This design comes from an exercise in tuning for small area, a short achievable clock period and few clock cycles on the open sky130 flow, not from production work. RTL that was checked went through simulation tests only; none was proved equivalent to the original. For runs 1 and 4, only the layout was checked, not whether the RTL still works. Power is estimated from default activity; no workload was simulated.

==> flow/design.v <==
`timescale 1ns / 1ps
package plr_pkg;
   localparam int MAX_PER_SEGMENT_DEF = 63;
   localparam int COORD_BITS_DEF      = 10;
   localparam int POINT_W   = 10;
   localparam int SAMPLE_W  = 18;
   localparam int FRAC_BITS = 8;
   localparam int REQ_DATA_W = 24;
   localparam int RSP_DATA_W = 40;
   localparam int RSP_USER_W = 2;
   localparam int USER_PATH_END = 0;
   localparam int USER_CLIPPED  = 1;
   localparam int  CSR_ADDR_W = 3;
   localparam int  CSR_DATA_W = 32;
   localparam logic CSR_IDX_SAMPLE_INTERVAL = 1'b0;
   localparam logic [7:0] SAMPLE_INTERVAL_RESET = 8'd5;
endpackage
`timescale 1ns / 1ps
module plr_div #(
   parameter int DW = 18,
   parameter int NW = 6
) (
   input  logic [NW-1:0] divisor,
   input  logic [NW-1:0] rem_in,
   input  logic [DW-1:0] dq_in,
   output logic [NW-1:0] rem_out,
   output logic [DW-1:0] dq_out
);
   logic [NW:0]   s1, s2a, s2b;
   logic [NW+1:0] d1, d2a, d2b;
   logic          b1, b2a, b2b;
   always_comb begin
      s1      = {rem_in, dq_in[DW-1]};
      d1      = {1'b0, s1} - {2'b00, divisor};
      b1      = !d1[NW+1];
      s2a     = {d1[NW-1:0], dq_in[DW-2]};
      s2b     = {s1[NW-1:0], dq_in[DW-2]};
      d2a     = {1'b0, s2a} - {2'b00, divisor};
      d2b     = {1'b0, s2b} - {2'b00, divisor};
      b2a     = !d2a[NW+1];
      b2b     = !d2b[NW+1];
      if (b1) begin
         rem_out = b2a ? NW'(d2a) : NW'(s2a);
         dq_out  = {dq_in[DW-3:0], 1'b1, b2a};
      end else begin
         rem_out = b2b ? NW'(d2b) : NW'(s2b);
         dq_out  = {dq_in[DW-3:0], 1'b0, b2b};
      end
   end
endmodule
module plr_csa6 #(
   parameter int W = 21
) (
   input  logic [W-1:0] r0,
   input  logic [W-1:0] r1,
   input  logic [W-1:0] r2,
   input  logic [W-1:0] r3,
   input  logic [W-1:0] r4,
   input  logic [W-1:0] r5,
   output logic [W-1:0] s,
   output logic [W-1:0] c
);
   logic [W-1:0] s1, c1, s2, c2, s3, c3;
   always_comb begin
      s1 = r0 ^ r1 ^ r2;
      c1 = W'({(r0 & r1) | (r0 & r2) | (r1 & r2), 1'b0});
      s2 = r3 ^ r4 ^ r5;
      c2 = W'({(r3 & r4) | (r3 & r5) | (r4 & r5), 1'b0});
      s3 = s1 ^ c1 ^ s2;
      c3 = W'({(s1 & c1) | (s1 & s2) | (c1 & s2), 1'b0});
      s  = s3 ^ c3 ^ c2;
      c  = W'({(s3 & c3) | (s3 & c2) | (c3 & c2), 1'b0});
   end
endmodule
`timescale 1ns / 1ps
module polyline_uniform_resampler #(
   parameter int MAX_PER_SEGMENT = plr_pkg::MAX_PER_SEGMENT_DEF,
   parameter int COORD_BITS      = plr_pkg::COORD_BITS_DEF
) (
   input  logic                           clock,
   input  logic                           reset,
   input  logic                           req_tvalid,
   output logic                           req_tready,
   input  logic [plr_pkg::REQ_DATA_W-1:0] req_tdata,   
   input  logic                           req_tlast,   
   output logic                           rsp_tvalid,
   input  logic                           rsp_tready,
   output logic [plr_pkg::RSP_DATA_W-1:0] rsp_tdata,   
   output logic                           rsp_tlast,   
   output logic [plr_pkg::RSP_USER_W-1:0] rsp_tuser,   
   input  logic                           psel,
   input  logic                           penable,
   input  logic                           pwrite,
   input  logic [plr_pkg::CSR_ADDR_W-1:0] paddr,
   input  logic [plr_pkg::CSR_DATA_W-1:0] pwdata,
   output logic [plr_pkg::CSR_DATA_W-1:0] prdata,
   output logic                           pready
);
   localparam int CW = 10;    
   localparam int LW = 21;    
   localparam int DW = 18;    
   localparam int NW = 6;     
   logic [7:0]  iv_ff;        
   logic [15:0] w_ff;         
   logic [7:0]  rd_ff;        
   logic        wpend_ff;     
   logic        csr_wr_iv;
   assign csr_wr_iv = psel && penable && pwrite && !paddr[2];
   assign pready    = 1'b1;
   assign prdata    = {24'd0, rd_ff};
   typedef enum logic [1:0] {
      N1_IDLE = 2'd0,
      N1_SQ   = 2'd1,
      N1_DONE = 2'd2
   } n1_state_t;
   n1_state_t     n1_st_ff, n1_st_nx;
   logic          rdy_ff;                  
   logic          cur_v_ff, cur_v_nx;      
   logic [CW-1:0] cur_x_ff, cur_y_ff;
   logic          cur_fin_ff;
   logic [CW-1:0] prev_x_ff, prev_y_ff;
   logic          have_prev_ff, have_prev_nx;
   logic          wmode_ff, wmode_nx;      
   logic          wpend_nx;
   logic [2:0]    k1_ff;
   logic [CW-1:0] m1_x_ff, m1_y_ff;        
   logic          m1_nx_ff, m1_ny_ff;      
   logic          m1_fin_ff;
   logic          m1_zero_ff;              
   logic [CW-1:0] m1_bx_ff, m1_by_ff;      
   logic [LW-1:0] as_ff, ac_ff;            
   typedef enum logic [1:0] {
      N2_IDLE = 2'd0,
      N2_SRCH = 2'd1,
      N2_HAND = 2'd2
   } n2_state_t;
   n2_state_t     n2_st_ff;
   logic [2:0]    k2_ff;                   
   logic [LW+1:0] x_ff;                    
   logic [LW-1:0] c_ff;                    
   logic [6:0]    n_ff;                    
   logic [CW-1:0] m2_x_ff, m2_y_ff;
   logic          m2_nx_ff, m2_ny_ff, m2_fin_ff, m2_zero_ff;
   logic [CW-1:0] m2_bx_ff, m2_by_ff;
   logic          b_v_ff;                  
   logic          b_done_ff;               
   logic [3:0]    b_cnt_ff;                
   logic [CW-1:0] b_bx_ff, b_by_ff;
   logic [DW-1:0] b_dq_x_ff, b_dq_y_ff;
   logic [NW-1:0] b_rem_x_ff, b_rem_y_ff;
   logic [NW-1:0] b_num_ff;
   logic          b_clip_ff, b_fin_ff, b_nx_ff, b_ny_ff, b_skip_ff;
   logic          o_v_ff;                  
   logic [DW-1:0] o_x_ff, o_y_ff;          
   logic          o_last_ff, o_end_ff, o_clip_ff;
   logic          c_fin_ff, c_clip_ff, c_nx_ff, c_ny_ff;
   logic [NW-1:0] c_left_ff;               
   logic [NW-1:0] c_num_ff;
   logic [DW-1:0] c_q_x_ff, c_q_y_ff;
   logic [NW-1:0] c_r_x_ff, c_r_y_ff;
   logic [NW-1:0] c_e_x_ff, c_e_y_ff;      
   logic          c_w_x_ff, c_w_y_ff;      
   logic          c_skip_ff;               
   logic req_fire;
   logic n1_free;      
   logic n2_load;      
   logic n2_hand;      
   logic c_take;       
   logic c_adv;        
   assign req_fire   = req_tvalid && rdy_ff;
   assign req_tready = rdy_ff;
   logic [CW:0]   dx_s, dy_s;
   logic          zero_len;
   logic [1:0]    dig_x, dig_y;
   logic [LW-1:0] sq_s, sq_c;
   assign dx_s     = {1'b0, cur_x_ff} - {1'b0, prev_x_ff};
   assign dy_s     = {1'b0, cur_y_ff} - {1'b0, prev_y_ff};
   assign zero_len = (cur_x_ff == prev_x_ff) && (cur_y_ff == prev_y_ff);
   always_comb begin
      unique case (k1_ff)
         3'd0:    begin dig_x = m1_x_ff[9:8]; dig_y = m1_y_ff[9:8]; end
         3'd1:    begin dig_x = m1_x_ff[7:6]; dig_y = m1_y_ff[7:6]; end
         3'd2:    begin dig_x = m1_x_ff[5:4]; dig_y = m1_y_ff[5:4]; end
         3'd3:    begin dig_x = m1_x_ff[3:2]; dig_y = m1_y_ff[3:2]; end
         default: begin dig_x = m1_x_ff[1:0]; dig_y = m1_y_ff[1:0]; end
      endcase
   end
   plr_csa6 #(.W(LW)) u_csa (
      .r0 ({as_ff[LW-3:0], 2'b00}),
      .r1 ({ac_ff[LW-3:0], 2'b00}),
      .r2 (dig_x[1] ? LW'({m1_x_ff, 1'b0}) : LW'(0)),
      .r3 (dig_x[0] ? LW'(m1_x_ff) : LW'(0)),
      .r4 (dig_y[1] ? LW'({m1_y_ff, 1'b0}) : LW'(0)),
      .r5 (dig_y[0] ? LW'(m1_y_ff) : LW'(0)),
      .s  (sq_s),
      .c  (sq_c)
   );
   assign n1_free = cur_v_ff && !wpend_ff && !wmode_ff
                    && ((n1_st_ff == N1_IDLE) || ((n1_st_ff == N1_DONE) && n2_load));
   always_comb begin
      n1_st_nx     = n1_st_ff;
      wmode_nx     = wmode_ff;
      wpend_nx     = wpend_ff || csr_wr_iv;
      have_prev_nx = have_prev_ff;
      cur_v_nx     = req_fire || (cur_v_ff && !n1_free);
      unique case (n1_st_ff)
         N1_IDLE: begin
            if (wpend_ff && (n2_st_ff == N2_IDLE)) begin
               wpend_nx = csr_wr_iv;
               wmode_nx = 1'b1;
               n1_st_nx = N1_SQ;
            end
         end
         N1_SQ: begin
            if (k1_ff == 3'd4) n1_st_nx = N1_DONE;
         end
         N1_DONE: begin
            if (wmode_ff) begin
               wmode_nx = 1'b0;
               n1_st_nx = N1_IDLE;
            end else if (n2_load) begin
               n1_st_nx = N1_IDLE;
            end
         end
         default: n1_st_nx = N1_IDLE;
      endcase
      if (n1_free) begin
         n1_st_nx = N1_IDLE;
         if (!have_prev_ff) begin
            have_prev_nx = !cur_fin_ff;
            if (cur_fin_ff) n1_st_nx = N1_DONE;
         end else begin
            if (cur_fin_ff) have_prev_nx = 1'b0;
            if (!zero_len) begin
               n1_st_nx = N1_SQ;
            end else if (cur_fin_ff) begin
               n1_st_nx = N1_DONE;
            end
         end
      end
   end
   logic          srch_ok;
   logic [LW+1:0] x_ok, x_no;
   logic [LW-1:0] c_ok;
   logic [LW-1:0] wb;                      
   logic [LW-1:0] wb_top;                  
   logic          first_ff;                
   logic [2:0]    k_top;
   logic          n_zero;
   logic [NW-1:0] n_num;
   logic          n2_free;
   logic [LW-1:0] l2_sum;
   logic          n2_skip;
   assign srch_ok = !x_ff[LW+1] && (x_ff[LW:0] >= {1'b0, wb});
   assign x_ok    = x_ff - {2'b00, c_ff[LW-1:1]} - {wb, 1'b0};
   assign x_no    = x_ff + {2'b00, c_ff[LW-1:1]};
   assign c_ok    = {1'b0, c_ff[LW-1:1]} + wb;
   assign n_zero  = x_ff[LW-1:0] < LW'(w_ff);    
   assign wb_top  = LW'({w_ff, 12'd0} >> {3'd6 - k_top, 1'b0});
   always_comb begin
      if (w_ff[15:9] == '0)       k_top = 3'd6;
      else if (w_ff[15:11] == '0) k_top = 3'd5;
      else if (w_ff[15:13] == '0) k_top = 3'd4;
      else if (w_ff[15] == 1'b0)  k_top = 3'd3;
      else                        k_top = 3'd2;
   end
   assign n_num   = n_ff[6] ? NW'(MAX_PER_SEGMENT) : n_ff[NW-1:0];
   assign l2_sum  = as_ff + ac_ff;
   assign n2_hand = (n2_st_ff == N2_HAND) && !b_v_ff && ((n_num != '0) || m2_fin_ff);
   assign n2_free = (n2_st_ff == N2_IDLE)
                    || ((n2_st_ff == N2_HAND) && (!b_v_ff || ((n_num == '0) && !m2_fin_ff)));
   assign n2_load = (n1_st_ff == N1_DONE) && !wmode_ff && n2_free;
   logic [DW-1:0] b_dq_x_nx, b_dq_y_nx;
   logic [NW-1:0] b_rem_x_nx, b_rem_y_nx;
   logic          short_div;
   plr_div #(.DW(DW), .NW(NW)) u_div_x (
      .divisor (b_num_ff),
      .rem_in  (b_rem_x_ff),
      .dq_in   (b_dq_x_ff),
      .rem_out (b_rem_x_nx),
      .dq_out  (b_dq_x_nx)
   );
   plr_div #(.DW(DW), .NW(NW)) u_div_y (
      .divisor (b_num_ff),
      .rem_in  (b_rem_y_ff),
      .dq_in   (b_dq_y_ff),
      .rem_out (b_rem_y_nx),
      .dq_out  (b_dq_y_nx)
   );
   assign short_div = (w_ff[15:10] == 6'd0) || n_ff[6];
   assign n2_skip   = (n_num == '0) && !m2_zero_ff;
   logic          c_last_now;
   logic [NW-1:0] c_left_nx;
   logic [NW:0]   ex_sum, ey_sum;
   logic          ex_wrap, ey_wrap;
   logic [NW+1:0] ex_dif, ey_dif;
   logic [DW-1:0] step_x, step_y;
   assign c_last_now = (c_left_ff == '0);
   assign c_take     = b_v_ff && b_done_ff && !c_skip_ff && (!o_v_ff || (rsp_tready && c_last_now));
   assign c_adv      = (o_v_ff && rsp_tready && !c_last_now) || c_skip_ff;
   assign c_left_nx  = c_left_ff - NW'(1);
   assign ex_sum  = {1'b0, c_e_x_ff} + {1'b0, c_r_x_ff};
   assign ey_sum  = {1'b0, c_e_y_ff} + {1'b0, c_r_y_ff};
   assign ex_dif  = {1'b0, ex_sum} - {2'b00, c_num_ff};
   assign ey_dif  = {1'b0, ey_sum} - {2'b00, c_num_ff};
   assign ex_wrap = !ex_dif[NW+1];
   assign ey_wrap = !ey_dif[NW+1];
   assign step_x  = o_x_ff + (c_q_x_ff ^ {DW{c_nx_ff}}) + DW'(c_w_x_ff ^ c_nx_ff);
   assign step_y  = o_y_ff + (c_q_y_ff ^ {DW{c_ny_ff}}) + DW'(c_w_y_ff ^ c_ny_ff);
   always_ff @(posedge clock) begin
      rd_ff <= paddr[2] ? 8'd0 : iv_ff;
      if (reset) begin
         iv_ff <= plr_pkg::SAMPLE_INTERVAL_RESET;
         w_ff  <= 16'd25;
      end else begin
         if (csr_wr_iv) iv_ff <= pwdata[7:0];
         if (wmode_ff && (n1_st_ff == N1_DONE)) w_ff <= l2_sum[15:0];
      end
      if (reset) begin
         n1_st_ff     <= N1_IDLE;
         rdy_ff       <= 1'b0;
         cur_v_ff     <= 1'b0;
         have_prev_ff <= 1'b0;
         wmode_ff     <= 1'b0;
         wpend_ff     <= 1'b0;
      end else begin
         n1_st_ff     <= n1_st_nx;
         rdy_ff       <= !cur_v_nx || ((n1_st_nx == N1_IDLE) && !wpend_nx);
         cur_v_ff     <= cur_v_nx;
         have_prev_ff <= have_prev_nx;
         wmode_ff     <= wmode_nx;
         wpend_ff     <= wpend_nx;
      end
      if (req_fire) begin
         cur_x_ff   <= req_tdata[CW-1:0];
         cur_y_ff   <= req_tdata[2*CW-1:CW];
         cur_fin_ff <= req_tlast;
      end
      if (n1_free) begin
         prev_x_ff  <= cur_x_ff;
         prev_y_ff  <= cur_y_ff;
         m1_x_ff    <= dx_s[CW] ? CW'(-dx_s) : dx_s[CW-1:0];
         m1_y_ff    <= dy_s[CW] ? CW'(-dy_s) : dy_s[CW-1:0];
         m1_nx_ff   <= dx_s[CW];
         m1_ny_ff   <= dy_s[CW];
         m1_fin_ff  <= cur_fin_ff;
         m1_zero_ff <= !have_prev_ff || zero_len;
         m1_bx_ff   <= (!have_prev_ff || zero_len) ? cur_x_ff : prev_x_ff;
         m1_by_ff   <= (!have_prev_ff || zero_len) ? cur_y_ff : prev_y_ff;
         k1_ff      <= 3'd0;
         as_ff      <= '0;
         ac_ff      <= '0;
      end else if ((n1_st_ff == N1_IDLE) && wpend_ff && (n2_st_ff == N2_IDLE)) begin
         m1_x_ff    <= (iv_ff == 8'd0) ? CW'(1) : CW'(iv_ff);
         m1_y_ff    <= '0;
         k1_ff      <= 3'd0;
         as_ff      <= '0;
         ac_ff      <= '0;
      end else if (n1_st_ff == N1_SQ) begin
         k1_ff      <= k1_ff + 3'd1;
         as_ff      <= sq_s;
         ac_ff      <= sq_c;
      end
      if (reset) begin
         n2_st_ff <= N2_IDLE;
      end else if (n2_load) begin
         n2_st_ff <= m1_zero_ff ? N2_HAND : N2_SRCH;
      end else if (n2_free) begin
         n2_st_ff <= N2_IDLE;
      end else if (n2_st_ff == N2_SRCH) begin
         if ((k2_ff == 3'd0) || (first_ff && (((k2_ff == 3'd6) && srch_ok) || n_zero))) n2_st_ff <= N2_HAND;
      end
      if (n2_load) begin
         x_ff      <= {2'b00, l2_sum};
         c_ff      <= '0;
         n_ff      <= '0;
         k2_ff     <= k_top;
         wb        <= wb_top;
         first_ff  <= 1'b1;
         m2_x_ff   <= m1_x_ff;
         m2_y_ff   <= m1_y_ff;
         m2_nx_ff  <= m1_nx_ff;
         m2_ny_ff  <= m1_ny_ff;
         m2_fin_ff <= m1_fin_ff;
         m2_zero_ff <= m1_zero_ff;
         m2_bx_ff  <= m1_bx_ff;
         m2_by_ff  <= m1_by_ff;
      end else if (n2_st_ff == N2_SRCH) begin
         k2_ff      <= k2_ff - 3'd1;
         first_ff   <= 1'b0;
         wb         <= wb >> 2;
         c_ff       <= srch_ok ? c_ok : (c_ff >> 1);
         x_ff       <= srch_ok ? x_ok : x_no;
         n_ff[k2_ff] <= srch_ok && !(first_ff && n_zero);
      end
      if (reset) begin
         b_v_ff <= 1'b0;
      end else if (n2_hand) begin
         b_v_ff <= 1'b1;
      end else if (c_take) begin
         b_v_ff <= 1'b0;
      end
      if (n2_hand) begin
         b_bx_ff   <= m2_bx_ff;
         b_by_ff   <= m2_by_ff;
         b_num_ff  <= n2_skip ? NW'(1) : n_num;
         b_skip_ff <= n2_skip;
         b_clip_ff <= n_ff[6];
         b_fin_ff  <= m2_fin_ff;
         b_nx_ff   <= m2_nx_ff;
         b_ny_ff   <= m2_ny_ff;
         if ((n_num == '0) && !n2_skip) begin
            b_done_ff <= 1'b1;
            b_cnt_ff  <= '0;
         end else if (short_div && !n2_skip) begin
            b_done_ff  <= 1'b0;
            b_cnt_ff   <= 4'd7;
            b_rem_x_ff <= NW'(m2_x_ff[9:6]);
            b_rem_y_ff <= NW'(m2_y_ff[9:6]);
            b_dq_x_ff  <= {m2_x_ff[5:0], 12'd0};
            b_dq_y_ff  <= {m2_y_ff[5:0], 12'd0};
         end else begin
            b_done_ff  <= 1'b0;
            b_cnt_ff   <= 4'd9;
            b_rem_x_ff <= '0;
            b_rem_y_ff <= '0;
            b_dq_x_ff  <= {m2_x_ff, 8'd0};
            b_dq_y_ff  <= {m2_y_ff, 8'd0};
         end
      end else if (b_v_ff && !b_done_ff) begin
         b_rem_x_ff <= b_rem_x_nx;
         b_rem_y_ff <= b_rem_y_nx;
         b_dq_x_ff  <= b_dq_x_nx;
         b_dq_y_ff  <= b_dq_y_nx;
         b_cnt_ff   <= b_cnt_ff - 4'd1;
         if (b_cnt_ff == 4'd1) b_done_ff <= 1'b1;
      end
      if (reset) begin
         o_v_ff    <= 1'b0;
         c_skip_ff <= 1'b0;
      end else if (c_take) begin
         o_v_ff    <= !b_skip_ff;
         c_skip_ff <= b_skip_ff;
      end else if (c_skip_ff) begin
         o_v_ff    <= 1'b1;
         c_skip_ff <= 1'b0;
      end else if (rsp_tready && c_last_now) begin
         o_v_ff    <= 1'b0;
      end
      if (c_take) begin
         o_x_ff    <= {b_bx_ff, 8'd0};
         o_y_ff    <= {b_by_ff, 8'd0};
         o_last_ff <= (b_num_ff == '0) || ((b_num_ff == NW'(1)) && !b_fin_ff);
         o_end_ff  <= (b_num_ff == '0);
         o_clip_ff <= b_clip_ff && (b_num_ff != '0);
         c_left_ff <= b_num_ff + NW'(b_fin_ff) - NW'(1);
         c_num_ff  <= b_num_ff;
         c_fin_ff  <= b_fin_ff;
         c_clip_ff <= b_clip_ff;
         c_nx_ff   <= b_nx_ff;
         c_ny_ff   <= b_ny_ff;
         c_q_x_ff  <= b_dq_x_ff;
         c_q_y_ff  <= b_dq_y_ff;
         c_r_x_ff  <= b_rem_x_ff;
         c_r_y_ff  <= b_rem_y_ff;
         c_e_x_ff  <= b_rem_x_ff;
         c_e_y_ff  <= b_rem_y_ff;
         c_w_x_ff  <= 1'b0;
         c_w_y_ff  <= 1'b0;
      end else if (c_adv) begin
         o_x_ff    <= step_x;
         o_y_ff    <= step_y;
         o_last_ff <= (c_left_nx == '0);
         o_end_ff  <= c_fin_ff && (c_left_nx == '0);
         o_clip_ff <= c_clip_ff && !(c_fin_ff && (c_left_nx == '0));
         c_left_ff <= c_left_nx;
         c_w_x_ff  <= ex_wrap;
         c_w_y_ff  <= ey_wrap;
         c_e_x_ff  <= ex_wrap ? NW'(ex_dif) : NW'(ex_sum);
         c_e_y_ff  <= ey_wrap ? NW'(ey_dif) : NW'(ey_sum);
      end
   end
   assign rsp_tvalid = o_v_ff;
   assign rsp_tdata  = {4'd0, o_y_ff, o_x_ff};
   assign rsp_tlast  = o_last_ff;
   assign rsp_tuser  = {o_clip_ff, o_end_ff};
endmodule
==> flow/flow/run.sh <==
#!/bin/bash
# The standard layout, with timing repair aiming below the clock period so that the
# achieved period is as short as the repair can make it. Constraints are unchanged.
set -euo pipefail
bash standard.sh SETUP_SLACK_MARGIN=7.0 finish > standard.log 2>&1
==> flow/standard.sh <==
#!/bin/bash
# synth_recipe.tcl (not shown) runs the flow's synth.tcl, then flattens the netlist and writes it again
# the make line also repeats each setting of config.mk as NAME=value (left out here)
make -C /OpenROAD-flow-scripts/flow DESIGN_CONFIG=/design/flow/config.mk WORK_HOME=/design/flow/orfs CLKGATE_MAP_FILE= SYNTH_SCRIPT=/design/flow/synth_recipe.tcl "${@:-finish}"
==> flow/config.mk <==
export PLATFORM = sky130hd
export DESIGN_NAME = polyline_uniform_resampler
export DESIGN_NICKNAME = polyline_uniform_resampler
export VERILOG_FILES = /design/flow/design.v
export SDC_FILE = /design/flow/constraint.sdc
export NUM_CORES = 4
export LEC_CHECK = 0
export ABC_CLOCK_PERIOD_IN_PS = 3000
export CAP_MARGIN = 20
export CORE_MARGIN = 2
export CORE_UTILIZATION = 40
export SLEW_MARGIN = 20
export TNS_END_PERCENT = 100
==> flow/constraint.sdc <==
create_clock -name core_clock -period 11.0 [get_ports {clock}]
set_input_delay 2.2000 -clock core_clock [delete_from_list [all_inputs] [get_ports {clock}]]
set_output_delay 2.2000 -clock core_clock [all_outputs]
set_load 0.01 [all_outputs]
==> results of run 1 <==
routing by layer:
metal	global-route usage, %	vias up	share of wire (%)
met2	30.2	467	47
met4	4.24	0	1.9
met3	2.26	88	4.4
met5	0	-	0
met1	25.6	10939	47
li1	-	11446	-
power by group:
group	internal (W)	switching [W]	total, W
logic	0.00107	0.00147	0.00255
clock network	0.00101	0.000779	0.00179
registers	0.00219	0.000164	0.00235
total	0.00427	0.00241	0.00668
logic make-up after synthesis:
logic type	after synthesis	share of synthesized area, %
adders and majority gates	353	16.0
buffers and inverters	371	4.91
DFF	492	42.7
xor gates and xnor gates	188	5.24
and+or+nand+nor	977	14.3
other	2	0.0239
AOI/OAI and AO/OA	738	14.7
muxes	60	2.03
how the worst min path moves through the flow:
stage           startpoint          end  cells after the start
2_1_floorplan  m2_bx_ff[0]   b_bx_ff[0]                      0
3_3_place_gp   m1_by_ff[2]  m2_by_ff[2]                      0
3_5_place_dp   m2_bx_ff[1]   b_bx_ff[1]                      0
4_1_cts            b_ny_ff      c_ny_ff                      0
5_1_grt        m2_by_ff[1]   b_by_ff[1]                      0
6_report           b_ny_ff      c_ny_ff                      0
per-stage QoR:
stage	instance area (sq um)	worst slack, ns	utilization (%)	power [W]
floorplan	31500	7.17	-	0.00427
global placement	33300	5.84	42.9	0.00489
detailed placement	33300	5.80	42.9	0.00491
CTS	35100	6.99	45.2	0.00674
global route	35200	7.01	45.3	0.00716
finish	35200	7.07	45.3	0.00668
flip-flops by register name (all words and copies together) (netlist names), 16 cells and up:
signal,cells
o_x_ff,18
c_q_x_ff,18
o_y_ff,18
c_ff,20
x_ff,23
b_dq_y_ff,18
ac_ff,19
as_ff,21
b_dq_x_ff,18
c_q_y_ff,18
w_ff,16
wb,21
what timing repair did:
item / CTS / global route
buffers inserted: 4 / 4
gates resized for setup: 9 / 9
setup endpoints to repair: 100 / 80
gates cloned: 0 / 1
area by class of cell:
type / instances / share of cell area [%]
well taps: 1040 / 3.70
flip-flops and latches: 492 / 38.2
inverters: 242 / 2.67
repair buffers: 119 / 3.30
clock inverters: 29 / 0.740
multi-input cells: 2345 / 47.2
clock buffers: 68 / 4.22
cells in the mapped netlist, types with 27 or more instances:
master    instances  area [sq um]
nand2_1         381          1430
edfxtp_1        357         10700
ha_1            273          3420
a21oi_1         248          1240
inv_1           239           897
nor2_1          222           833
o21ai_0         139           696
dfxtp_1         135          2700
xnor2_1         104           911
nand3_1          93           465
xor2_1           84           736
fa_1             80          1600
clkbuf_1         72           270
nor2b_1          58           363
nor3_1           54           270
a21o_1           44           330
a31oi_1          39           244
a211oi_1         34           255
buf_4            34           255
mux2i_1          30           300
nand2b_1         30           188
and2_1           29           181
o21ai_1          29           145
mux2_2           27           304
==> summary.md, run 1 <==
| Metric | Value |
|---|---|
| Worst-path clk slew | `0.06 ns` |
| Post-synth EDFFs | `357` |
| Reg2Reg Launch Point | `b_num_ff[0]` |
| # clock sinks | `492` |
| Status | `timing/DRC/antenna clean` |
| CTS buffer count | `54` |
| CTS tree | `yes` |
| Final cell count without fillers | `4335` |
| Initial Util | `40.5%` |
| Tmin final | `3.93 ns` |
| Placed insts | `4229` |
| Site Rows | `102` |
| Cells after synthesis | `3181` |
| Share of cells above drive strength 1 | `5.61%` |
| Core region area | `77600 sq um` |
| Power Dens Cells | `190 nW/um^2` |
| Routed wire length | `75.0 mm` |
| Worst endpoint required time | `8.80 ns` |
| Crit-path leading delay family | `buffers and inverters` |
| Max Slew Vio Count | `0` |
| Crit-path max cell delay | `0.61 ns` |
| Die ar. | `80800 sq um` |
| Die height | `284 microns` |
| Fraction of registers with async set or reset after synthesis | `0%` |
| Clock Path Buffers | `3` |
| Worst Max-Slew Pin Slew | `1.01 ns` |
| Critical Path Start | `o_v_ff` |
| Critical Path End | `rsp_tvalid` |
| Register area | `13400 sq um` |
| Setup TNS | `0 ns` |
| Top_reg_cell synth | `edfxtp_1` |
| Number of global-route vias before repair | `21.9k` |
| Max-cap violation count | `0` |
| RePlAce Congestion | `0.874` |
| Highest net fanout along the worst path | `3` |
| Crit. End Element | `primary output` |
| Most frequent cells in the layout | `nand2_1, edfxtp_1, ha_1` |
| Final Setup Violations | `0` |
| Crit path buffers/inverters | `1` |
| Tot GR Track Use | `18.3%` |
| Number of H-tree levels | `2` |
| Crit Reg-Reg Endpoint | `b_rem_y_ff[1]` |
| VDD IR max | `0.120 mV` |
| Port Buffer Count | `85` |
| RSZ-0062 raised after global routing | `no` |
| WP data arrival | `1.73 ns` |
| #FFs+latches synth | `492` |
| Largest net degree at the start of global routing | `81` |
| Commonest non-fill, non-tap cell in the layout | `nand2_1` |
| Yosys warnings | `3` |
| Post-DP HPWL | `55.1 mm` |
| Crit-path cells | `clkdlybuf4s50_1` |
| R2r setup slk | `7.25 ns` |
| # fillers | `7480` |
| Multi-input logic area | `16600 sq um` |
| Fin Clk Skew | `0.0324 ns` |
| Stages on the worst setup path | `1` |
| CP startpoint kind | `register` |
| CP Class | `register to primary output` |
| Via-to-Cell Ratio | `5.29` |
| Overflow after GRT | `0` |
| Post-synthesis sequential area ratio | `42.7%` |
| N_diodes | `0` |
| Iteration-0 DRC count of the detailed router | `1684` |
| Highest clock rate | `254 MHz` |
| Io pins | `145` |
| Clk Latency, worst-skew pair | `0.64 ns` |
| Area growth syn-to-layout | `12.0%` |
| Hold Fails Final Rpt | `0` |
| Smallest hold slack | `0.413 ns` |
| Worst relative slew slack | `32.5%` |
| Crit-path slowest cell | `clkdlybuf4s50_1` |
| Routed len/inst | `17.3 microns` |
| P_leak | `13.9 nW` |
| Root Driver | `clkbuf_16` |
| First drt pass iteration count | `6` |
| Worst Reg-to-Reg Cells | `14` |
| # hold bufs at CTS | `0` |
| Type of the worst min-delay path | `register to register` |
| DRC | `0` |
| Synth cell types | `94` |
| First-pass GRT wire length | `120 mm` |
| Final nets | `3674` |
| Post-route clock period utilization | `35.8%` |
| Cell area after synthesis | `31400 sq um` |
| Via Count | `22.9k` |
| Mean Syn Cell Area | `9.87 sq um` |
| Initial antenna violation count | `1` |
| Post-route ant nets | `0` |
| Die X | `284 microns` |
==> inputs of run 2 (changes only) <==
--- a/flow/design.v
+++ b/flow/design.v
@@ -246,5 +246,3 @@
    logic [LW-1:0] wb_top;                  
-   logic          first_ff;                
    logic [2:0]    k_top;
-   logic          n_zero;
    logic [NW-1:0] n_num;
@@ -257,3 +255,2 @@
    assign c_ok    = {1'b0, c_ff[LW-1:1]} + wb;
-   assign n_zero  = x_ff[LW-1:0] < LW'(w_ff);    
    assign wb_top  = LW'({w_ff, 12'd0} >> {3'd6 - k_top, 1'b0});
@@ -370,3 +367,3 @@
       end else if (n2_st_ff == N2_SRCH) begin
-         if ((k2_ff == 3'd0) || (first_ff && (((k2_ff == 3'd6) && srch_ok) || n_zero))) n2_st_ff <= N2_HAND;
+         if ((k2_ff == 3'd0) || ((k2_ff == 3'd6) && srch_ok)) n2_st_ff <= N2_HAND;
       end
@@ -378,3 +375,2 @@
          wb        <= wb_top;
-         first_ff  <= 1'b1;
          m2_x_ff   <= m1_x_ff;
@@ -389,3 +385,2 @@
          k2_ff      <= k2_ff - 3'd1;
-         first_ff   <= 1'b0;
          wb         <= wb >> 2;
@@ -393,3 +388,3 @@
          x_ff       <= srch_ok ? x_ok : x_no;
-         n_ff[k2_ff] <= srch_ok && !(first_ff && n_zero);
+         n_ff[k2_ff] <= srch_ok;
       end
@@ -414,3 +409,10 @@
             b_cnt_ff  <= '0;
-         end else if (short_div && !n2_skip) begin
+         end else if ((n_num == NW'(1)) || n2_skip) begin
+            b_done_ff  <= 1'b1;
+            b_cnt_ff   <= '0;
+            b_rem_x_ff <= '0;
+            b_rem_y_ff <= '0;
+            b_dq_x_ff  <= {m2_x_ff, 8'd0};
+            b_dq_y_ff  <= {m2_y_ff, 8'd0};
+         end else if (short_div) begin
             b_done_ff  <= 1'b0;
--- a/flow/flow/run.sh
+++ b/flow/flow/run.sh
@@ -4,2 +4,2 @@
 set -euo pipefail
-bash standard.sh SETUP_SLACK_MARGIN=7.0 finish > standard.log 2>&1
+bash standard.sh SETUP_SLACK_MARGIN=7.5 finish > standard.log 2>&1
--- a/flow/config.mk
+++ b/flow/config.mk
@@ -10,3 +10,4 @@
 export CORE_MARGIN = 2
-export CORE_UTILIZATION = 40
+export CORE_UTILIZATION = 60
+export CTS_BUF_LIST = sky130_fd_sc_hd__clkbuf_8
 export SLEW_MARGIN = 20
==> run 2 against run 1 <==
Net effect:
- still clean
- core utilization increased by 23 points
- non-clock buffer count grew 32
- final cell count decreased by 8.0%
- cell area fell by 0.95%
- via count up 2.6%
- count of clock-buffer cells in the layout grew 26
- register-to-register slack improved by 0.32 ns
- area after synthesis fell by 2.0%
- wire length is 0.38% higher
- critical endpoint is now rsp_tdata[13]
- largest power group is now sequential cells
==> summary.md, run 2 <==
| Metric | Value |
|---|---|
| Core region area | `51000 sq um (-34%)` |
| Initial Util | `60.4% (+20 points)` |
| CP Class | `register to primary output` |
| Crit-path max cell delay | `0.45 ns (-0.16 ns)` |
| Routed wire length | `75.3 mm (+0.38%)` |
| Cells after synthesis | `3090 (-2.9%)` |
| Setup TNS | `0 ns (unchanged)` |
| Synth area leaders | `edfxtp_1, ha_1, dfxtp_1` |
| Share of power burned in registers | `38.6% (+3.4 points)` |
| Tmin final | `3.48 ns (-0.451 ns)` |
| Die ar. | `53100 sq um (-34%)` |
| Clk Latency, worst-skew pair | `0.69 ns (+0.05 ns)` |
| Crit-path slowest cell | `edfxtp_1` |
| Worst endpoint required time | `8.80 ns (about the same)` |
| Synth cell types | `87 (-7.4%)` |
| WP data arrival | `1.28 ns (-0.45 ns)` |
| Worst relative slew slack | `29.1% (-3.4 points)` |
| Crit-path leading delay family | `flip-flops` |
| Clock Power Share | `29.0% (+2.3 points)` |
| # hold bufs at CTS | `0 (unchanged)` |
| Pint | `0.00384 W (-10%)` |
| Mean Syn Cell Area | `9.96 sq um (+0.92%)` |
| Status | `timing/DRC/antenna clean` |
| Io pins | `145 (unchanged)` |
| Core Util, Final | `68.3% (+23 points)` |
| Fin Clk Skew | `0.0361 ns (+0.00366 ns)` |
| Fraction of registers with async set or reset after synthesis | `0% (unchanged)` |
| Crit path buffers/inverters | `1 (unchanged)` |
| RSZ-0062 raised after global routing | `yes` |
| P_leak | `14.1 nW (+1.3%)` |
| Top-count cell post-synth | `nand2_1` |
| First-pass GRT wire length | `120 mm (+0.48%)` |
| Commonest non-fill, non-tap cell in the layout | `nand2_1` |
| DRC | `0 (unchanged)` |
| Reg with most FFs | `x_ff` |
| Final nets | `3645 (-0.79%)` |
| Root Driver | `clkbuf_8` |
| Highest net fanout along the worst path | `2 (-1)` |
| Post-synth EDFFs | `357 (unchanged)` |
| Port Buffer Count | `85 (unchanged)` |
| Post-synthesis sequential area ratio | `43.5% (+0.79 points)` |
| Via-to-Cell Ratio | `5.90 (+12%)` |
| Largest net degree at the start of global routing | `94 (+16%)` |
| Final Setup Violations | `0 (unchanged)` |
| Most frequent cells in the layout | `nand2_1, edfxtp_1, a21oi_1` |
| Site Rows | `83 (-19%)` |
| Max reg flops | `23 (unchanged)` |
| Worst-path clk slew | `0.06 ns (about the same)` |
| Share of cells above drive strength 1 | `11.2% (+5.6 points)` |
| Number of H-tree levels | `3 (+1)` |
| Number of global-route vias before repair | `23.1k (+5.8%)` |
| Max-cap violation count | `0 (unchanged)` |
| Synth top cells by count | `nand2_1, edfxtp_1, a21oi_1, ha_1, inv_1` |
| Clock Path Buffers | `3 (unchanged)` |
| Share of the synthesized area in the top cell type | `34.8% (+0.69 points)` |
| CTS buffer count | `85 (+57%)` |
| Final cell count without fillers | `3990 (-8.0%)` |
| Pre-CTS setup slack | `6.12 ns (+0.317 ns)` |
| Max Slew Vio Count | `0 (unchanged)` |
| RePlAce Congestion | `0.929 (+6.3%)` |
| CTS tree | `yes` |
| Tot GR Track Use | `28.2% (+9.9 points)` |
| Top flop regs | `x_ff x23, as_ff x21, wb x21` |
| Placed insts | `3783 (-11%)` |
| Sw Pwr | `0.00198 W (-18%)` |
| Post-route clock period utilization | `31.7% (-4.1 points)` |
| Top_reg_cell synth | `edfxtp_1` |
| Type of the worst min-delay path | `register to register` |
| CP startpoint kind | `register` |
| Die height | `231 microns (-19%)` |
| # fillers | `3945 (-47%)` |
| Initial antenna violation count | `1 (unchanged)` |
| Power Dens Cells | `167 nW/um^2 (-12%)` |
| Routed len/inst | `18.9 microns (+9.1%)` |
| First drt pass iteration count | `9 (+3)` |
| Die X | `231 microns (-19%)` |
| Hold Fails Final Rpt | `0 (unchanged)` |
| Area growth syn-to-layout | `13.1%` |
| Top cell type by total area after synthesis | `edfxtp_1` |
| Cell area after synthesis | `30800 sq um (-2.0%)` |
| VDD IR max | `0.105 mV (-12%)` |
| Switch share | `34.1% (-2.1 points)` |
| Via Count | `23.5k (+2.6%)` |
| Highest clock rate | `287 MHz (+13%)` |
| Worst Max-Slew Pin Slew | `1.06 ns (+0.0510 ns)` |
| Combinational group share of total power | `32.4% (-5.7 points)` |
| # clock sinks | `491 (-0.20%)` |
| Crit-path cells | `buf_2` |
| Final worst slack | `7.52 ns (+0.451 ns)` |
| Crit. End Element | `primary output` |
| #FFs+latches synth | `491 (-0.20%)` |
| Post-route ant nets | `0 (unchanged)` |
| Overflow after GRT | `0 (unchanged)` |
| Post-DP HPWL | `53.4 mm (-3.2%)` |
| Iteration-0 DRC count of the detailed router | `1970 (+17%)` |
| Yosys warnings | `3 (unchanged)` |
[run 2: power by group through the flow]
stage	logic [W]	clock network [W]	registers, W
floorplan	0.00134	0	0.00224
global placement	0.00171	0	0.00227
detailed placement	0.00176	0	0.00228
CTS	0.00181	0.00172	0.00224
global route	0.00211	0.00180	0.00226
finish	0.00189	0.00168	0.00225
[run 2: repair_timing]
action                                 4_1_cts  5_1_grt
setup buffers                               30       12
setup endpoints to repair                  256      204
pin swaps                                    3       23
gates cloned                                 2        6
endpoints found under the hold margin        0        0
resized for setup                          217       85
[run 2: metrics by stage]
step / instance area [sq um] / hold WS, ns / power (W)
floorplan: 30900 / 0.400 / 0.00358
global placement: 32200 / 0.407 / 0.00398
detailed placement: 32200 / 0.405 / 0.00404
CTS: 34300 / 0.392 / 0.00577
global route: 34800 / 0.404 / 0.00617
finish: 34800 / 0.401 / 0.00582
[run 2: layer usage]
metal | global-route usage (%) | vias to the layer above | wire length (microns)
met5 | 0 | - | 0
met4 | 8.73 | 0 | 2160
met3 | 4.16 | 161 | 4310
met2 | 47.6 | 721 | 36200
met1 | 37.8 | 11318 | 32600
li1 | - | 11345 | -
[run 2: cell families after synthesis]
kind of cell    count (synthesis)  synth area share [%]
buf+inv                       345                  4.67
xor+xnor                      185                  5.26
flops                         491                  43.5
compound gates                781                  15.7
simple gates                  897                  13.4
other cells                     2                0.0244
fa+ha+maj                     338                  15.7
mux                            51                  1.71
[run 2: final cells by class]
cell class / count / area (sq um) / share of cell area, %
antenna: 1 / 2.50 / 0.00718
clock buffer: 94 / 1290 / 3.71
clock inverter: 62 / 413 / 1.19
inverter: 223 / 856 / 2.46
multi-input combinational: 2287 / 16600 / 47.7
sequential: 491 / 13400 / 38.6
tap: 680 / 851 / 2.44
timing repair buffer: 151 / 1330 / 3.81
timing repair inverter: 1 / 8.76 / 0.0251
[run 2: worst paths after layout]
kind	startpoint	to	slack [ns]	depth (start not counted)
setup / recovery	o_x_ff[13]	rsp_tdata[13]	7.52	1
hold / removal	m1_by_ff[4]	m2_by_ff[4]	0.40	0
setup reg to reg	x_ff[3]	x_ff[20]	7.57	10
hold reg to reg	m1_by_ff[4]	m2_by_ff[4]	0.40	0
Testbench counts of run 2, summed over its fixed seeds: cycles 38,656.
==> inputs of run 3 (changes only) <==
--- a/flow/config.mk
+++ b/flow/config.mk
@@ -10,4 +10,3 @@
 export CORE_MARGIN = 2
-export CORE_UTILIZATION = 60
-export CTS_BUF_LIST = sky130_fd_sc_hd__clkbuf_8
+export CORE_UTILIZATION = 40
 export SLEW_MARGIN = 20
==> run 3 against run 2 <==
Net effect:
- final cell count is 7.3% higher
- still clean
- critical endpoint is now rsp_tdata[15]
- sequential cell count stayed put
- via count is 4.0% lower
- cell area is 1.6% higher
- maximum frequency is 0.37% lower
- largest power group unchanged
- worst setup slack worse by 0.013 ns
- total power is 4.8% higher
- non-clock buffer count is 1 lower
- die area is 49% higher
- wire length is 0.47% lower
- highest routed layer unchanged
- largest cell class unchanged
- area after synthesis stayed put
==> summary.md, run 3 <==
| Metric | Value |
|---|---|
| Final instance area | `35400 sq um (+1.6%)` |
| Crit path buffers/inverters | `1 (unchanged)` |
| Share of the synthesized area in the top cell type | `34.8% (unchanged)` |
| Post-route ant nets | `0 (unchanged)` |
| Post-synthesis sequential area ratio | `43.5% (unchanged)` |
| Highest clock rate | `286 MHz (-0.37%)` |
| Crit-path cells | `buf_2` |
| Max reg flops | `23 (unchanged)` |
| Top_reg_cell synth | `edfxtp_1` |
| Core region area | `76100 sq um (+49%)` |
| Synth area leaders | `edfxtp_1, ha_1, dfxtp_1` |
| # clock sinks | `491 (unchanged)` |
| Die X | `281 microns (+22%)` |
| Share of cells above drive strength 1 | `9.81% (-1.4 points)` |
| Cells after synthesis | `3090 (unchanged)` |
| DP Area | `32700 sq um (+1.4%)` |
| Largest net degree at the start of global routing | `96 (+2.1%)` |
| Pre-CTS setup slack | `5.77 ns (-0.347 ns)` |
| Max Slew Vio Count | `0 (unchanged)` |
| Synth top cells by count | `nand2_1, edfxtp_1, a21oi_1, ha_1, inv_1` |
| Type of the worst min-delay path | `register to register` |
| Mean Syn Cell Area | `9.96 sq um (unchanged)` |
| Yosys warnings | `3 (unchanged)` |
| Tmin final | `3.50 ns (+0.0129 ns)` |
| Clk Latency, worst-skew pair | `0.63 ns (-0.06 ns)` |
| Crit. End Element | `primary output` |
| Status | `timing/DRC/antenna clean` |
| Synth cell types | `87 (unchanged)` |
| Iteration-0 DRC count of the detailed router | `1752 (-11%)` |
| Fin Clk Skew | `0.0301 ns (-0.00595 ns)` |
| CP Class | `register to primary output` |
| Clock Path Buffers | `3 (unchanged)` |
| Root Driver | `clkbuf_16` |
| Post-DP HPWL | `53.3 mm (-0.12%)` |
| DRC | `0 (unchanged)` |
| First-pass GRT wire length | `119 mm (-1.3%)` |
| Max-cap violation count | `0 (unchanged)` |
| Fraction of registers with async set or reset after synthesis | `0% (unchanged)` |
| Number of global-route vias before repair | `21.5k (-6.9%)` |
| Cell area after synthesis | `30800 sq um (unchanged)` |
| Post-route clock period utilization | `31.8% (+0.12 points)` |
| P_leak | `14.0 nW (-0.43%)` |
| Power Dens Cells | `172 nW/um^2 (+3.2%)` |
| Crit-path slowest cell | `edfxtp_1` |
| Via-to-Cell Ratio | `5.28 (-11%)` |
| Top cell type by total area after synthesis | `edfxtp_1` |
| Number of H-tree levels | `2 (-1)` |
| Final worst slack | `7.50 ns (-0.0129 ns)` |
| Crit-path max cell delay | `0.48 ns (+0.03 ns)` |
| Highest net fanout along the worst path | `2 (unchanged)` |
| Routed len/inst | `17.5 microns (-7.3%)` |
| Worst relative slew slack | `31.1% (+2.1 points)` |
| CTS tree | `yes` |
| Initial Util | `40.5% (-20 points)` |
| N_diodes | `0 (-1)` |
| Top flop regs | `x_ff x23, as_ff x21, wb x21` |
| RSZ-0062 raised after global routing | `yes` |
| Crit-path leading delay family | `flip-flops` |
| Routed wire length | `74.9 mm (-0.47%)` |
| Worst endpoint required time | `8.80 ns (about the same)` |
| Final Setup Violations | `0 (unchanged)` |
| Final nets | `3611 (-0.93%)` |
| Tot GR Track Use | `18.8% (-9.4 points)` |
| Via Count | `22.6k (-4.0%)` |
| Worst-path clk slew | `0.06 ns (about the same)` |
| Port Buffer Count | `85 (unchanged)` |
| Setup TNS | `0 ns (unchanged)` |
| Site Rows | `101 (+22%)` |
| Final cell count without fillers | `4283 (+7.3%)` |
| CP startpoint kind | `register` |
| Worst Max-Slew Pin Slew | `1.03 ns (-0.0296 ns)` |
| Reg with most FFs | `x_ff` |
| Die ar. | `79200 sq um (+49%)` |
| WP data arrival | `1.30 ns (+0.02 ns)` |
| RePlAce Congestion | `0.891 (-4.1%)` |
| CTS buffer count | `55 (-35%)` |
| #FFs+latches synth | `491 (unchanged)` |
| Die height | `281 microns (+22%)` |
| Top-count cell post-synth | `nand2_1` |
| VDD IR max | `0.120 mV (+14%)` |
| First drt pass iteration count | `5 (-4)` |
| Most frequent cells in the layout | `nand2_1, edfxtp_1, a21oi_1` |
| Area growth syn-to-layout | `14.9%` |
| Initial antenna violation count | `1 (unchanged)` |
| Overflow after GRT | `0 (unchanged)` |
| Io pins | `145 (unchanged)` |
| Post-synth EDFFs | `357 (unchanged)` |
| Hold Fails Final Rpt | `0 (unchanged)` |
| Placed insts | `4135 (+9.3%)` |
| Commonest non-fill, non-tap cell in the layout | `nand2_1` |
## run 3: cell types whose count changed in the layout (fill, tap and decap cells not counted), sizes merged
cell,delta
inv,-32
clkbuf,-14
clkdlybuf4s15,-9
buf,-8
dlygate4sd2,+6
bufinv,+3
clkinvlp,+3
clkdlybuf4s50,-2
nand2,-2
a21oi,-1
bufbuf,+1
clkinv,-1
diode,-1
## run 3: routing by layer
metal | vias to the layer above | global-route usage (%) | part of all wire, %
met4 | 0 | 3.72 | 1.5
met2 | 480 | 30.6 | 46
met5 | - | 0 | 0
met3 | 70 | 2.24 | 4.7
met1 | 10791 | 27.1 | 48
li1 | 11272 | - | -
## run 3: final cells by class
| class | count | area (sq um) |
|---|---|---|
| clock buffer | 69 | 1500 |
| clock inverter | 35 | 484 |
| fill | 7253 | 40700 |
| inverter | 223 | 857 |
| multi-input combinational | 2284 | 16600 |
| sequential | 491 | 13400 |
| tap | 1030 | 1290 |
| timing repair buffer | 150 | 1260 |
| timing repair inverter | 1 | 8.76 |
## run 3: where the power goes
part,internal (W),switching [W]
clock network,0.00117,0.000819
logic,0.000783,0.00107
registers,0.00212,0.000121
total,0.00408,0.00202
## run 3: through the flow
stage / utilization, % / hold slack, ns / power, W
6_report: 46.5 / 0.389 / 0.00610
5_1_grt: 46.5 / 0.391 / 0.00645
2_1_floorplan: - / 0.400 / 0.00358
3_5_place_dp: 43.0 / 0.405 / 0.00404
4_1_cts: 46.1 / 0.390 / 0.00607
3_3_place_gp: 43.0 / 0.401 / 0.00402
## run 3: worst paths after layout
kind,startpoint,to,cells after the start,slack [ns]
hold / removal,m2_nx_ff,b_nx_ff,0,0.39
setup reg to reg,wb[0],x_ff[7],9,7.54
setup / recovery,o_x_ff[15],rsp_tdata[15],1,7.50
hold reg to reg,m2_nx_ff,b_nx_ff,0,0.39
## run 3: logic make-up after synthesis
kind of cell             synth area share, %
AO/OA/AOI/OAI                           15.7
AND/OR/NAND/NOR                         13.4
other                                 0.0244
buffers and inverters                   4.67
adder cells (fa/ha/maj)                 15.7
XOR/XNOR                                5.26
flip-flops                              43.5
multiplexers                            1.71
## run 3: what timing repair did
action                                  CTS  global route
pin swaps                                 4            22
hold buffers                              0             0
resized for setup                       177            78
setup buffers                            27            12
gates cloned                              3             2
endpoints found under the setup margin  328           119
==> inputs of run 4 (changes only) <==
--- a/flow/design.v
+++ b/flow/design.v
@@ -152,2 +152,3 @@
    logic          b_clip_ff, b_fin_ff, b_nx_ff, b_ny_ff, b_skip_ff;
+   logic          b_given_ff;              
    logic          o_v_ff;                  
@@ -162,3 +163,4 @@
    logic          c_w_x_ff, c_w_y_ff;      
-   logic          c_skip_ff;               
+   logic          c_pend_ff;               
+   logic          c_qv_ff;                 
    logic req_fire;
@@ -168,2 +170,5 @@
    logic c_take;       
+   logic c_qt;         
+   logic c_qld;        
+   logic b_free;       
    logic c_adv;        
@@ -246,3 +251,8 @@
    logic [LW-1:0] wb_top;                  
-   logic [2:0]    k_top;
+   logic [4:0]    bl_m, bl_w;              
+   logic [6:0]    ks_t;
+   logic [2:0]    ks;                      
+   logic          ks_none;                 
+   logic [2:0]    m1_ks_ff;
+   logic          m1_none_ff;
    logic [NW-1:0] n_num;
@@ -255,9 +265,11 @@
    assign c_ok    = {1'b0, c_ff[LW-1:1]} + wb;
-   assign wb_top  = LW'({w_ff, 12'd0} >> {3'd6 - k_top, 1'b0});
+   assign wb_top  = LW'({w_ff, 12'd0} >> {3'd6 - m1_ks_ff, 1'b0});
    always_comb begin
-      if (w_ff[15:9] == '0)       k_top = 3'd6;
-      else if (w_ff[15:11] == '0) k_top = 3'd5;
-      else if (w_ff[15:13] == '0) k_top = 3'd4;
-      else if (w_ff[15] == 1'b0)  k_top = 3'd3;
-      else                        k_top = 3'd2;
+      bl_m = '0;
+      for (int i = 0; i < CW; i++) if (m1_x_ff[i] || m1_y_ff[i]) bl_m = 5'(i + 1);
+      bl_w = '0;
+      for (int i = 0; i < 16; i++) if (w_ff[i]) bl_w = 5'(i + 1);
+      ks_t    = 7'({bl_m, 1'b1}) - 7'(bl_w);
+      ks_none = ks_t[6];
+      ks      = (ks_t[5:1] >= 5'd6) ? 3'd6 : ks_t[3:1];
    end
@@ -265,5 +277,5 @@
    assign l2_sum  = as_ff + ac_ff;
-   assign n2_hand = (n2_st_ff == N2_HAND) && !b_v_ff && ((n_num != '0) || m2_fin_ff);
+   assign n2_hand = (n2_st_ff == N2_HAND) && (!b_v_ff || c_qt) && ((n_num != '0) || m2_fin_ff);
    assign n2_free = (n2_st_ff == N2_IDLE)
-                    || ((n2_st_ff == N2_HAND) && (!b_v_ff || ((n_num == '0) && !m2_fin_ff)));
+                    || ((n2_st_ff == N2_HAND) && (!b_v_ff || c_qt || ((n_num == '0) && !m2_fin_ff)));
    assign n2_load = (n1_st_ff == N1_DONE) && !wmode_ff && n2_free;
@@ -295,4 +307,7 @@
    assign c_last_now = (c_left_ff == '0);
-   assign c_take     = b_v_ff && b_done_ff && !c_skip_ff && (!o_v_ff || (rsp_tready && c_last_now));
-   assign c_adv      = (o_v_ff && rsp_tready && !c_last_now) || c_skip_ff;
+   assign c_take     = b_v_ff && !b_given_ff && !c_pend_ff && (!o_v_ff || (rsp_tready && c_last_now));
+   assign c_qt       = b_v_ff && b_given_ff && b_done_ff && !c_qv_ff;
+   assign c_qld      = (c_take && b_done_ff) || c_qt;
+   assign b_free     = c_qld;
+   assign c_adv      = c_qv_ff && ((o_v_ff && rsp_tready && !c_last_now) || c_pend_ff);
    assign c_left_nx  = c_left_ff - NW'(1);
@@ -356,2 +371,4 @@
       end else if (n1_st_ff == N1_SQ) begin
+         m1_ks_ff   <= ks;
+         m1_none_ff <= ks_none;
          k1_ff      <= k1_ff + 3'd1;
@@ -363,3 +380,3 @@
       end else if (n2_load) begin
-         n2_st_ff <= m1_zero_ff ? N2_HAND : N2_SRCH;
+         n2_st_ff <= (m1_zero_ff || m1_none_ff) ? N2_HAND : N2_SRCH;
       end else if (n2_free) begin
@@ -373,3 +390,3 @@
          n_ff      <= '0;
-         k2_ff     <= k_top;
+         k2_ff     <= m1_ks_ff;
          wb        <= wb_top;
@@ -394,3 +411,3 @@
          b_v_ff <= 1'b1;
-      end else if (c_take) begin
+      end else if (b_free) begin
          b_v_ff <= 1'b0;
@@ -398,2 +415,7 @@
       if (n2_hand) begin
+         b_given_ff <= 1'b0;
+      end else if (c_take) begin
+         b_given_ff <= 1'b1;
+      end
+      if (n2_hand) begin
          b_bx_ff   <= m2_bx_ff;
@@ -441,11 +463,32 @@
          o_v_ff    <= 1'b0;
-         c_skip_ff <= 1'b0;
+         c_pend_ff <= 1'b0;
       end else if (c_take) begin
          o_v_ff    <= !b_skip_ff;
-         c_skip_ff <= b_skip_ff;
-      end else if (c_skip_ff) begin
+         c_pend_ff <= b_skip_ff;
+      end else if (c_adv) begin
          o_v_ff    <= 1'b1;
-         c_skip_ff <= 1'b0;
-      end else if (rsp_tready && c_last_now) begin
+         c_pend_ff <= 1'b0;
+      end else if (o_v_ff && rsp_tready) begin
          o_v_ff    <= 1'b0;
+         c_pend_ff <= !c_last_now;
+      end
+      if (c_take) begin
+         c_qv_ff <= b_done_ff;
+      end else if (c_qt) begin
+         c_qv_ff <= 1'b1;
+      end
+      if (c_qld) begin
+         c_q_x_ff  <= b_dq_x_ff;
+         c_q_y_ff  <= b_dq_y_ff;
+         c_r_x_ff  <= b_rem_x_ff;
+         c_r_y_ff  <= b_rem_y_ff;
+         c_e_x_ff  <= b_rem_x_ff;
+         c_e_y_ff  <= b_rem_y_ff;
+         c_w_x_ff  <= 1'b0;
+         c_w_y_ff  <= 1'b0;
+      end else if (c_adv) begin
+         c_w_x_ff  <= ex_wrap;
+         c_w_y_ff  <= ey_wrap;
+         c_e_x_ff  <= ex_wrap ? NW'(ex_dif) : NW'(ex_sum);
+         c_e_y_ff  <= ey_wrap ? NW'(ey_dif) : NW'(ey_sum);
       end
@@ -463,10 +506,2 @@
          c_ny_ff   <= b_ny_ff;
-         c_q_x_ff  <= b_dq_x_ff;
-         c_q_y_ff  <= b_dq_y_ff;
-         c_r_x_ff  <= b_rem_x_ff;
-         c_r_y_ff  <= b_rem_y_ff;
-         c_e_x_ff  <= b_rem_x_ff;
-         c_e_y_ff  <= b_rem_y_ff;
-         c_w_x_ff  <= 1'b0;
-         c_w_y_ff  <= 1'b0;
       end else if (c_adv) begin
@@ -478,6 +513,2 @@
          c_left_ff <= c_left_nx;
-         c_w_x_ff  <= ex_wrap;
-         c_w_y_ff  <= ey_wrap;
-         c_e_x_ff  <= ex_wrap ? NW'(ex_dif) : NW'(ex_sum);
-         c_e_y_ff  <= ey_wrap ? NW'(ey_dif) : NW'(ey_sum);
       end
==> run 4 against run 3 <==
Net effect:
- still clean on timing, DRC and antenna
- die area is 1.1% higher
- clock skew down 0.012 ns
- maximum frequency down 2.7%
- first-iteration DRC count fell by 6.0%
- core utilization is 0.26 points higher
- sequential share of layout area fell by 0.28 points
- total power up 0.43%
- cell area grew 2.1%
- largest cell class unchanged
- largest power group unchanged
- highest routed layer unchanged
==> summary.md, run 4 <==
| Metric | Value |
|---|---|
| Status | `timing/DRC/antenna clean` |
| Worst-path clk slew | `0.07 ns (about the same)` |
| Top cell type by total area after synthesis | `edfxtp_1` |
| RePlAce Congestion | `0.835 (-6.2%)` |
| Post-route ant nets | `0 (unchanged)` |
| Synth top cells by count | `edfxtp_1, nand2_1, ha_1, a21oi_1, inv_1` |
| Root Driver | `clkbuf_16` |
| Hold path start | `m1_by_ff[4]` |
| Largest net degree at the start of global routing | `76 (-21%)` |
| CTS buffer count | `54 (-1.8%)` |
| # clock sinks | `497 (+1.2%)` |
| Area growth syn-to-layout | `16.0%` |
| Clock Path Buffers | `3 (unchanged)` |
| Crit. End Element | `register` |
| Mean Syn Cell Area | `9.95 sq um (-0.15%)` |
| Overflow after GRT | `0 (unchanged)` |
| Hold Crit Depth | `0 (unchanged)` |
| Fin Clk Skew | `0.0177 ns (-0.0124 ns)` |
| Post-synthesis compound-gate area fraction | `15.3% (-0.39 points)` |
| Power Dens Cells | `170 nW/um^2 (-1.6%)` |
| Fraction of registers with async set or reset after synthesis | `0% (unchanged)` |
| Reg with most FFs | `x_ff` |
| Max Slew Vio Count | `0 (unchanged)` |
| Post-synth EDFFs | `362 (+1.4%)` |
| Simple-gate share of the synthesized area | `13.2% (-0.27 points)` |
| Max-cap violation count | `0 (unchanged)` |
| Tmin final | `3.59 ns (+0.0954 ns)` |
| Hold Path Sink | `m2_by_ff[4]` |
| Setup TNS | `0 ns (unchanged)` |
| Final nets | `3695 (+2.3%)` |
| Post-Synth Adder-Cell Area | `15.8% (+0.13 points)` |
| Max reg flops | `23 (unchanged)` |
| First-pass GRT wire length | `120 mm (+0.91%)` |
| Mux cell area share after synthesis | `1.70% (-0.011 points)` |
| WP data arrival | `4.14 ns (+2.84 ns)` |
| Smallest hold slack | `0.406 ns (+0.0171 ns)` |
| Placed insts | `4178 (+1.0%)` |
| Highest clock rate | `278 MHz (-2.7%)` |
| Die height | `283 microns (+0.56%)` |
| Routed wire length | `75.8 mm (+1.2%)` |
| Yosys warnings | `3 (unchanged)` |
| Clk Latency, worst-skew pair | `0.62 ns (about the same)` |
| Pre-CTS setup slack | `5.64 ns (-0.129 ns)` |
| CP Class | `register to register` |
| Core region area | `77200 sq um (+1.5%)` |
| Post-DP HPWL | `53.7 mm (+0.73%)` |
| Share of cells above drive strength 1 | `11.9% (+2.1 points)` |
| Iteration-0 DRC count of the detailed router | `1647 (-6.0%)` |
| Combinational family with the most area after synthesis | `adder cells` |
| Post-synthesis sequential area ratio | `43.6% (+0.055 points)` |
| Tot GR Track Use | `18.4% (-0.40 points)` |
| Worst Reg-to-Reg Cells | `15 (+6)` |
| Hold Fails Final Rpt | `0 (unchanged)` |
| Crit path buffers/inverters | `4 (+3)` |
| Die ar. | `80100 sq um (+1.1%)` |
| R2r setup slk | `7.41 ns (-0.13 ns)` |
| Type of the worst min-delay path | `register to register` |
| Crit-path slowest cell | `fa_1` |
| Via-to-Cell Ratio | `5.25 (-0.55%)` |
| Port Buffer Count | `85 (unchanged)` |
| Multi-input logic area | `16800 sq um (+1.6%)` |
| Post-route clock period utilization | `32.7% (+0.87 points)` |
| Final worst slack | `7.41 ns (-0.0954 ns)` |
| Register area | `13600 sq um (+1.3%)` |
| # hold bufs at CTS | `0 (unchanged)` |
| Crit-path max cell delay | `0.52 ns (+0.04 ns)` |
| Highest net fanout along the worst path | `6 (+4)` |
| Initial antenna violation count | `0 (-1)` |
| First drt pass iteration count | `6 (+1)` |
| Crit Reg-Reg Endpoint | `as_ff[4]` |
| VDD IR max | `0.0934 mV (-22%)` |
| DRC | `0 (unchanged)` |
| CTS tree | `yes` |
| Initial Util | `40.3% (-0.14 points)` |
| XOR/XNOR share of the synthesized area | `5.68% (+0.42 points)` |
| Reg2Reg Launch Point | `k1_ff[0]` |
| Final Setup Violations | `0 (unchanged)` |
| Commonest non-fill, non-tap cell in the layout | `edfxtp_1` |
| Number of global-route vias before repair | `22.1k (+2.5%)` |
| Crit-path cells | `inv_4, ha_4, buf_4, a222oi_1, o21ai_1, a21oi_2, nor2_4, and2_4, fa_1, inv_2, fa_1, inv_2, fa_1, nand2_1, a21oi_2` |
| Die X | `283 microns (+0.56%)` |
| #FFs+latches synth | `497 (+1.2%)` |
| P_leak | `14.5 nW (+3.1%)` |
| Crit-path leading delay family | `adder cells` |
| N_diodes | `0 (unchanged)` |
| RSZ-0062 raised after global routing | `yes` |
| Final cell count without fillers | `4369 (+2.0%)` |
| CP startpoint kind | `register` |
| Synth cell types | `85 (-2.3%)` |
| Synth area leaders | `edfxtp_1, ha_1, dfxtp_1` |
| Cells after synthesis | `3130 (+1.3%)` |
| Worst relative slew slack | `25.5% (-5.6 points)` |
| Io pins | `145 (unchanged)` |
| Top_reg_cell synth | `edfxtp_1` |
| Top flop regs | `x_ff x23, as_ff x21, wb x21` |
| Most common cell type on the critical path | `fa_1` |
| Share of the synthesized area in the top cell type | `34.9% (+0.089 points)` |
| Worst Max-Slew Pin Slew | `1.11 ns (+0.0738 ns)` |
| Most frequent cells in the layout | `edfxtp_1, nand2_1, ha_1` |
| # fillers | `7213 (-0.55%)` |
| Site Rows | `102 (+0.99%)` |
| Routed len/inst | `17.4 microns (-0.81%)` |
| Number of H-tree levels | `2 (unchanged)` |
| Via Count | `22.9k (+1.5%)` |
| Cell area after synthesis | `31100 sq um (+1.1%)` |
| Worst endpoint required time | `11.55 ns (+2.75 ns)` |
==> run 4: power by group <==
| part | internal [W] | total (W) | leakage (nW) | switching (W) |
|---|---|---|---|---|
| clock | 0.00110 | 0.00189 | 0.908 | 0.000793 |
| combinational | 0.000883 | 0.00200 | 9.13 | 0.00111 |
| sequential | 0.00213 | 0.00224 | 4.42 | 0.000102 |
| total | 0.00411 | 0.00612 | 14.5 | 0.00201 |
==> run 4: metrics by stage <==
stage | area, sq um | utilization (%) | power, W
finish | 36100 | 46.8 | 0.00612
global route | 36100 | 46.8 | 0.00649
CTS | 35500 | 46.0 | 0.00601
detailed placement | 33100 | 42.8 | 0.00400
global placement | 33100 | 42.8 | 0.00400
floorplan | 31300 | - | 0.00358
==> run 4: final cells by class <==
type,count,area share (%)
flip-flops and latches,497,37.7
clock inverters,37,1.07
clock buffers,65,4.05
inverters,232,2.50
repair buffers,189,4.46
repair inverters,2,0.0658
multi-input cells,2307,46.6
well taps,1040,3.60
==> run 4: kinds of logic (layout without fill, tap and decap cells) <==
kind of cell / after synthesis / in the layout
simple gates: 898 / 901
compound gates: 778 / 779
flops: 497 / 497
buf+inv: 357 / 525
fa+ha+maj: 345 / 345
xor+xnor: 202 / 202
mux: 51 / 51
other cells: 2 / 29
==> run 4: worst max-delay path by stage <==
stage / startpoint / endpoint / slack [ns] / depth (start not counted)
detailed placement: rsp_tready / o_clip_ff / 5.64 / 6
global placement: rsp_tready / o_clip_ff / 5.67 / 6
CTS: k1_ff[0] / as_ff[5] / 7.50 / 14
finish: k1_ff[0] / as_ff[4] / 7.41 / 15
global route: k1_ff[1] / as_ff[4] / 7.28 / 15
floorplan: rsp_tready / c_e_x_ff[1] / 7.42 / 6
==> run 4: layer usage <==
layer  vias up  routed length [microns]  GRT usage [%]
met2       448                    35500           30.0
met4         0                     1460           4.69
met3        94                     3020           2.15
met1     10984                    35900           26.0
li1      11415                        -              -
met5         -                        0              0
==> run 4: repair_timing <==
action / CTS / global route
resized for setup: 197 / 115
endpoints found under the setup margin: 289 / 182
buffers inserted: 51 / 30
gates cloned: 6 / 2
pin swaps: 11 / 65
hold endpoints to repair: 0 / 0

[separate check: timing with driven ports]
The flow's constraints put no driver on any port. The routed layouts listed below were extracted and timed again, unchanged, in two steps.
Step 1 (the two cells are an assumption about what drives the block):
set clk [get_ports {clock}]
set_driving_cell -lib_cell sky130_fd_sc_hd__clkbuf_16 $clk
set_driving_cell -lib_cell sky130_fd_sc_hd__buf_2 [delete_from_list [all_inputs] $clk]
Step 2 adds t to the input delays and takes it off the output delays; t is the mean of the earliest and latest rising clock arrival at the registers after step 1. Input paths then give back, and output paths get back, about the clock's delay inside the block.
a / b / c = ideal ports / drivers / drivers and shift; a / b = the first two.
| run | t, ns | setup WS [ns] | worst setup path after step 2 | latest minus earliest clock arrival (ns) |
|---|---|---|---|---|
| run 1 | 0.681 | 7.065 / 7.006 / 6.464 | input to register | 0.038 / 0.038 |
| run 2 | 0.731 | 7.516 / 7.455 / 6.823 | input to register | 0.036 / 0.036 |
| run 3 | 0.677 | 7.503 / 7.445 / 6.890 | input to register | 0.034 / 0.034 |
| run 4 | 0.676 | 7.408 / 7.408 / 6.978 | input to register | 0.020 / 0.020 |
After both steps every run listed still meets setup and hold. The setup slack of run 2, which loses most, moves by -0.061 ns with the drivers and by -0.693 ns with both steps.
